Context: an optimization exercise on an open-source flow, tuned for small area, a short achievable clock period and few clock cycles. The choices shown serve that exercise and are no tape-out recipe. Where RTL was checked, it was by simulation tests only, not by an equivalence proof against the original. Power and IR drop assume default switching activity.

==> inputs of run M <==
==> flow/design.v (excerpt) <==
module periodic_task_table_scheduler (
    input  logic              i_clk,
    input  logic              i_rst_n,
    input  logic              start,
    output logic              busy,
    input  logic [26:0]       i_item,
    output logic              o_result_valid,
    output logic [17:0]       o_result,
    input  logic              i_cfg_valid,
    output logic              o_cfg_ready,
    input  logic [15:0]       i_cfg_data
);
clock: 6.0 ns
lec_check: 0
cap_margin: 20
core_margin: 2
core_utilization: 65
cts_cluster_diameter: 80
cts_cluster_size: 20
setup_slack_margin: 3.2
slew_margin: 20
run.sh (not shown) runs the stock make flow with config.mk's settings and CLKGATE_MAP_FILE= SYNTH_SCRIPT=/design/flow/synth_recipe.tcl, a recipe that flattens the netlist after the stock synthesis.
==> run A (differences from run M) <==
--- a/flow/design.v
+++ b/flow/design.v
@@ -78,18 +78,18 @@
             many = many | (seen && v[i]);
             seen = seen | v[i];
         end
     endfunction
     logic [7:0]   r_key [N];
     logic [15:0]  r_per [N];
-    logic [15:0]  r_cd  [N];
+    logic [15:0]  r_el  [N];
     logic [N-1:0] r_run;
-    logic [N-1:0] r_zero;        
+    logic [N-1:0] r_due;     
     logic [15:0]  r_tick_div;
     logic [15:0]  r_pre;
-    logic         r_wrap;        
+    logic         r_wrap;    
     logic         r_busy;
     logic         r_vld;
     logic [17:0]  r_out;
     logic [N-1:0] r_pm;
     logic [2:0]  cmd;
     logic [7:0]  key_in;
@@ -100,22 +100,21 @@
     logic accept;
     assign accept = start && !r_busy;
     assign busy           = r_busy;
     assign o_cfg_ready    = !r_busy && !start;
     assign o_result_valid = r_vld;
     assign o_result       = r_out;
-    logic [N-1:0] match, zero, due, per_zero, cd_one;
-    logic [15:0]  borrow [N];
-    always_comb begin
-        for (int i = 0; i < N; i++) begin
-            match[i] = (r_key[i] == key_in);
-            zero[i]  = r_zero[i];
+    logic [N-1:0] due, match, per_zero, eq_inc;
+    logic [15:0]  el_inc [N];
+    always_comb begin
+        for (int i = 0; i < N; i++) begin
+            due[i]      = r_due[i];
+            match[i]    = (r_key[i] == key_in);
             per_zero[i] = (r_per[i] == '0);
-            cd_one[i]   = (r_cd[i] == 16'd1);
-            due[i]   = r_run[i] && zero[i];
-            for (int b = 0; b < 16; b++) borrow[i][b] = ~|(r_cd[i] & ~(16'hFFFF << b));
+            el_inc[i]   = r_el[i] + 16'd1;
+            eq_inc[i]   = (el_inc[i] == r_per[i]);
         end
     end
     logic [N-1:0] fire, fire1, free1, match1;
     logic [3:0]   fire_idx, free_idx, match_idx;
     logic         fire_any, fire_many, free_any, match_any;
     logic [7:0]   fire_key;
@@ -171,18 +170,19 @@
                     n_busy = fire_many;
                 end
                 default: ;
             endcase
         end
     end
-    logic do_add, do_del, do_tick, do_dsp, cfg_we, n_wrap;
+    logic do_add, do_del, do_tick, do_dsp, cfg_we, wrap, n_wrap;
     assign do_add  = accept && (cmd == CMD_ADD);
     assign do_del  = accept && (cmd == CMD_DEL);
     assign do_tick = accept && (cmd == CMD_TICK);
     assign do_dsp  = accept && (cmd == CMD_DSP);
     assign cfg_we  = !r_busy && !start && i_cfg_valid;
+    assign wrap    = r_wrap;
     always_comb begin
         if (cfg_we)
             n_wrap = ({1'b0, r_pre} + 17'd1) >= {1'b0, i_cfg_data};
         else if (do_tick)
             n_wrap = r_wrap ? (r_tick_div <= 16'd1)
                             : (({1'b0, r_pre} + 17'd2) >= {1'b0, r_tick_div});
@@ -192,51 +192,51 @@
     always_ff @(posedge i_clk) begin
         if (!i_rst_n) begin
             r_busy     <= 1'b0;
             r_vld      <= 1'b0;
             r_pm       <= '0;
             r_run      <= '0;
+            r_due      <= '0;
             r_pre      <= '0;
             r_tick_div <= TICK_DIV_RST;
             r_wrap     <= 1'b0;
+            for (int i = 0; i < N; i++) r_key[i] <= '0;
         end else begin
             r_busy <= n_busy;
             r_vld  <= n_vld;
             if (r_busy || do_dsp) r_pm <= fire & ~fire1;
             r_wrap <= n_wrap;
             if (cfg_we) r_tick_div <= i_cfg_data;
-            if (do_tick) r_pre <= r_wrap ? 16'd0 : r_pre + 16'd1;
+            if (do_tick) r_pre <= wrap ? 16'd0 : r_pre + 16'd1;
             for (int i = 0; i < N; i++) begin
                 if (do_add && free1[i]) begin
+                    r_key[i] <= key_in;
                     r_run[i] <= 1'b1;
-                end
-                if (do_del && match1[i]) r_run[i] <= 1'b0;
+                    r_due[i] <= (per_in == '0);
+                end else if (do_dsp && due[i]) begin
+                    r_due[i] <= per_zero[i];
+                end else if (do_tick && wrap && r_run[i] && !due[i]) begin
+                    r_due[i] <= eq_inc[i];
+                end
+                if (do_del && match1[i]) begin
+                    r_run[i] <= 1'b0;
+                    r_due[i] <= 1'b0;
+                end
             end
         end
     end
     always_ff @(posedge i_clk) begin
         r_out <= n_out;
     end
-    logic [7:0] key_wr;
-    assign key_wr = key_in & {8{i_rst_n}};
     always_ff @(posedge i_clk) begin
         for (int i = 0; i < N; i++) begin
-            if (!i_rst_n || (do_add && free1[i])) r_key[i] <= key_wr;
-        end
-    end
-    always_ff @(posedge i_clk) begin
-        for (int i = 0; i < N; i++) begin
             if (do_add && free1[i]) begin
-                r_per[i]  <= per_in;
-                r_cd[i]   <= per_in;
-                r_zero[i] <= (per_in == '0);
-            end else begin
-                if (do_dsp && due[i])
-                    r_zero[i] <= per_zero[i];
-                else if (do_tick && r_wrap && r_run[i] && !zero[i])
-                    r_zero[i] <= cd_one[i];
-                r_cd[i]  <= (r_cd[i] ^ (borrow[i] & {16{do_tick && r_wrap && r_run[i] && !zero[i]}}))
-                          | (r_per[i] & {16{do_dsp && due[i]}});
+                r_per[i] <= per_in;
+                r_el[i]  <= '0;
+            end else if (do_dsp && due[i]) begin
+                r_el[i]  <= '0;
+            end else if (do_tick && wrap && r_run[i] && !due[i]) begin
+                r_el[i]  <= el_inc[i];
             end
         end
     end
 endmodule
==> flow/config.mk (replaced) <==
export PLATFORM = sky130hd
export DESIGN_NAME = periodic_task_table_scheduler
export DESIGN_NICKNAME = periodic_task_table_scheduler
export VERILOG_FILES = /design/flow/design.v
export SDC_FILE = /design/flow/constraint.sdc
export NUM_CORES = 4
export LEC_CHECK = 0
export CAP_MARGIN = 20
export CORE_MARGIN = 2
export CORE_UTILIZATION = 40
export SETUP_SLACK_MARGIN = 3.0
export SLEW_MARGIN = 20
==> run X (differences from run M) <==
--- a/flow/design.v
+++ b/flow/design.v
@@ -78,18 +78,16 @@
             many = many | (seen && v[i]);
             seen = seen | v[i];
         end
     endfunction
     logic [7:0]   r_key [N];
     logic [15:0]  r_per [N];
-    logic [15:0]  r_cd  [N];
+    logic [15:0]  r_el  [N];
     logic [N-1:0] r_run;
-    logic [N-1:0] r_zero;        
     logic [15:0]  r_tick_div;
     logic [15:0]  r_pre;
-    logic         r_wrap;        
     logic         r_busy;
     logic         r_vld;
     logic [17:0]  r_out;
     logic [N-1:0] r_pm;
     logic [2:0]  cmd;
     logic [7:0]  key_in;
@@ -100,22 +98,18 @@
     logic accept;
     assign accept = start && !r_busy;
     assign busy           = r_busy;
     assign o_cfg_ready    = !r_busy && !start;
     assign o_result_valid = r_vld;
     assign o_result       = r_out;
-    logic [N-1:0] match, zero, due, per_zero, cd_one;
-    logic [15:0]  borrow [N];
+    logic [N-1:0] eq, due, match;
     always_comb begin
         for (int i = 0; i < N; i++) begin
+            eq[i]    = (r_el[i] == r_per[i]);
+            due[i]   = r_run[i] && eq[i];
             match[i] = (r_key[i] == key_in);
-            zero[i]  = r_zero[i];
-            per_zero[i] = (r_per[i] == '0);
-            cd_one[i]   = (r_cd[i] == 16'd1);
-            due[i]   = r_run[i] && zero[i];
-            for (int b = 0; b < 16; b++) borrow[i][b] = ~|(r_cd[i] & ~(16'hFFFF << b));
         end
     end
     logic [N-1:0] fire, fire1, free1, match1;
     logic [3:0]   fire_idx, free_idx, match_idx;
     logic         fire_any, fire_many, free_any, match_any;
     logic [7:0]   fire_key;
@@ -171,72 +165,52 @@
                     n_busy = fire_many;
                 end
                 default: ;
             endcase
         end
     end
-    logic do_add, do_del, do_tick, do_dsp, cfg_we, n_wrap;
+    logic do_add, do_del, do_tick, do_dsp, wrap;
     assign do_add  = accept && (cmd == CMD_ADD);
     assign do_del  = accept && (cmd == CMD_DEL);
     assign do_tick = accept && (cmd == CMD_TICK);
     assign do_dsp  = accept && (cmd == CMD_DSP);
-    assign cfg_we  = !r_busy && !start && i_cfg_valid;
-    always_comb begin
-        if (cfg_we)
-            n_wrap = ({1'b0, r_pre} + 17'd1) >= {1'b0, i_cfg_data};
-        else if (do_tick)
-            n_wrap = r_wrap ? (r_tick_div <= 16'd1)
-                            : (({1'b0, r_pre} + 17'd2) >= {1'b0, r_tick_div});
-        else
-            n_wrap = r_wrap;
-    end
+    assign wrap    = ({1'b0, r_pre} + 17'd1) >= {1'b0, r_tick_div};
     always_ff @(posedge i_clk) begin
         if (!i_rst_n) begin
             r_busy     <= 1'b0;
             r_vld      <= 1'b0;
             r_pm       <= '0;
             r_run      <= '0;
             r_pre      <= '0;
             r_tick_div <= TICK_DIV_RST;
-            r_wrap     <= 1'b0;
+            for (int i = 0; i < N; i++) r_key[i] <= '0;
         end else begin
             r_busy <= n_busy;
             r_vld  <= n_vld;
             if (r_busy || do_dsp) r_pm <= fire & ~fire1;
-            r_wrap <= n_wrap;
-            if (cfg_we) r_tick_div <= i_cfg_data;
-            if (do_tick) r_pre <= r_wrap ? 16'd0 : r_pre + 16'd1;
+            if (!r_busy && !start && i_cfg_valid) r_tick_div <= i_cfg_data;
+            if (do_tick) r_pre <= wrap ? 16'd0 : r_pre + 16'd1;
             for (int i = 0; i < N; i++) begin
                 if (do_add && free1[i]) begin
+                    r_key[i] <= key_in;
                     r_run[i] <= 1'b1;
                 end
                 if (do_del && match1[i]) r_run[i] <= 1'b0;
             end
         end
     end
     always_ff @(posedge i_clk) begin
         r_out <= n_out;
     end
-    logic [7:0] key_wr;
-    assign key_wr = key_in & {8{i_rst_n}};
     always_ff @(posedge i_clk) begin
         for (int i = 0; i < N; i++) begin
-            if (!i_rst_n || (do_add && free1[i])) r_key[i] <= key_wr;
-        end
-    end
-    always_ff @(posedge i_clk) begin
-        for (int i = 0; i < N; i++) begin
             if (do_add && free1[i]) begin
-                r_per[i]  <= per_in;
-                r_cd[i]   <= per_in;
-                r_zero[i] <= (per_in == '0);
-            end else begin
-                if (do_dsp && due[i])
-                    r_zero[i] <= per_zero[i];
-                else if (do_tick && r_wrap && r_run[i] && !zero[i])
-                    r_zero[i] <= cd_one[i];
-                r_cd[i]  <= (r_cd[i] ^ (borrow[i] & {16{do_tick && r_wrap && r_run[i] && !zero[i]}}))
-                          | (r_per[i] & {16{do_dsp && due[i]}});
+                r_per[i] <= per_in;
+                r_el[i]  <= '0;
+            end else if (do_dsp && due[i]) begin
+                r_el[i]  <= '0;
+            end else if (do_tick && wrap && r_run[i] && !eq[i]) begin
+                r_el[i]  <= r_el[i] + 16'd1;
             end
         end
     end
 endmodule
==> flow/config.mk (replaced) <==
export PLATFORM = sky130hd
export DESIGN_NAME = periodic_task_table_scheduler
export DESIGN_NICKNAME = periodic_task_table_scheduler
export VERILOG_FILES = /design/flow/design.v
export SDC_FILE = /design/flow/constraint.sdc
export NUM_CORES = 4
export LEC_CHECK = 0
export ABC_CLOCK_PERIOD_IN_PS = 2800
export CAP_MARGIN = 20
export CORE_MARGIN = 2
export CORE_UTILIZATION = 40
export SETUP_SLACK_MARGIN = 3.2
export SLEW_MARGIN = 20
==> run R (differences from run M) <==
--- a/flow/design.v
+++ b/flow/design.v
@@ -195,36 +195,31 @@
             r_vld      <= 1'b0;
             r_pm       <= '0;
             r_run      <= '0;
             r_pre      <= '0;
             r_tick_div <= TICK_DIV_RST;
             r_wrap     <= 1'b0;
+            for (int i = 0; i < N; i++) r_key[i] <= '0;
         end else begin
             r_busy <= n_busy;
             r_vld  <= n_vld;
             if (r_busy || do_dsp) r_pm <= fire & ~fire1;
             r_wrap <= n_wrap;
             if (cfg_we) r_tick_div <= i_cfg_data;
             if (do_tick) r_pre <= r_wrap ? 16'd0 : r_pre + 16'd1;
             for (int i = 0; i < N; i++) begin
                 if (do_add && free1[i]) begin
+                    r_key[i] <= key_in;
                     r_run[i] <= 1'b1;
                 end
                 if (do_del && match1[i]) r_run[i] <= 1'b0;
             end
         end
     end
     always_ff @(posedge i_clk) begin
         r_out <= n_out;
-    end
-    logic [7:0] key_wr;
-    assign key_wr = key_in & {8{i_rst_n}};
-    always_ff @(posedge i_clk) begin
-        for (int i = 0; i < N; i++) begin
-            if (!i_rst_n || (do_add && free1[i])) r_key[i] <= key_wr;
-        end
     end
     always_ff @(posedge i_clk) begin
         for (int i = 0; i < N; i++) begin
             if (do_add && free1[i]) begin
                 r_per[i]  <= per_in;
                 r_cd[i]   <= per_in;
--- a/flow/config.mk
+++ b/flow/config.mk
@@ -4,11 +4,12 @@
 export VERILOG_FILES = /design/flow/design.v
 export SDC_FILE = /design/flow/constraint.sdc
 export NUM_CORES = 4
 export LEC_CHECK = 0
 export CAP_MARGIN = 20
 export CORE_MARGIN = 2
-export CORE_UTILIZATION = 65
+export CORE_UTILIZATION = 70
 export CTS_CLUSTER_DIAMETER = 80
 export CTS_CLUSTER_SIZE = 20
+export PLACE_DENSITY = 0.72
 export SETUP_SLACK_MARGIN = 3.2
 export SLEW_MARGIN = 20
==> qor.csv <==
metric,value,unit
status,"complete, no violations",
P_seq,5.10,mW
WP buf/inv,5,
VDD IR max,0.000238,V
post-route insts no fill,5207,
Highest Signal Layer,met4,
"critical path fanouts, max",5,
post-synthesis mux area share,4.72,%
# clk buffers,100,
DR WL met2,49600,µm
Die W,300,µm
reg2reg setup slack,2.09,ns
Worst-Skew Late Latency,0.63,ns
WP depth,22,
Top class by area,multi-input combinational cells,
Synth Instances,3655,
Int Pwr,8.35,mW
NonClk Buf Share,9.96,%
Antenna Cells,3,
switching portion of total power,22.4,%
Source of the figures above: run X

==> qor.csv <==
metric,value,unit
WP depth,14,
DR WL met2,47500,µm
P_seq,5.58,mW
post-route insts no fill,4370,
# clk buffers,73,
status,"complete, no violations",
Synth Instances,3557,
switching portion of total power,23.8,%
reg2reg setup slack,2.99,ns
Antenna Cells,0,
post-synthesis mux area share,0.228,%
VDD IR max,0.000292,V
Source of the figures above: run M

==> qor.csv <==
metric,value,unit
status,"complete, no violations",
VDD IR max,0.000215,V
# clk buffers,101,
Antenna Cells,5,
WP buf/inv,2,
Worst-Skew Late Latency,0.68,ns
Synth Instances,4403,
Highest Signal Layer,met5,
"critical path fanouts, max",7,
Top class by area,multi-input combinational cells,
WP depth,3,
NonClk Buf Share,3.90,%
post-route insts no fill,5815,
DR WL met2,56000,µm
P_seq,5.23,mW
Source of the figures above: run A

==> qor.csv <==
metric,value,unit
WP depth,10,
Worst-Skew Late Latency,0.64,ns
Synth Instances,3955,
# clk buffers,72,
Die W,229,µm
Highest Signal Layer,met4,
post-route insts no fill,4723,
Int Pwr,6.91,mW
NonClk Buf Share,6.02,%
Antenna Cells,0,
status,"complete, no violations",
P_seq,5.30,mW
switching portion of total power,23.9,%
Top class by area,multi-input combinational cells,
Source of the figures above: run R

Testbench counts of run M, summed over its fixed seeds: cycles 21,292.
Testbench counts of run R, summed over its fixed seeds: cycles 21,292.
Only the layout flow was run in run A and run X; the RTL was not checked for function there.

what the ideal ports hide:
No port has a modelled driver above. Below, the same layouts with a new extraction and two added sets of constraints. Step 1: set_driving_cell puts a clkbuf_16 on i_clk and a buf_2 on each other input, an assumption about the parent block. Step 2 also shifts input and output timing later by t, the mid clock arrival at the registers, as if the neighbouring blocks saw the same clock. a / b / c = ideal / step 1 / step 2; a / b = the first two.
run | shift t [ns] | setup WS [ns] | worst hold slack (ns) | worst register clock-pin slew, ns | cell pins on the clock port's net
run M | 0.667 | 2.988 / 2.988 / 2.355 | 0.461 / 0.461 / 0.461 | 0.10 / 0.10 | 1
run A | 0.728 | 2.957 / 2.936 / 2.264 | 0.468 / 0.468 / 0.468 | 0.07 / 0.07 | 1
run X | 0.685 | 2.087 / 2.087 / 1.682 | 0.455 / 0.455 / 0.455 | 0.07 / 0.07 | 1
run R | 0.683 | 3.051 / 2.971 / 2.287 | 0.466 / 0.466 / 0.466 | 0.10 / 0.10 | 1
After both steps every run listed still meets setup and hold. For run R, which loses most, drivers alone change the setup slack by -0.080 ns; drivers and shift together by -0.764 ns.
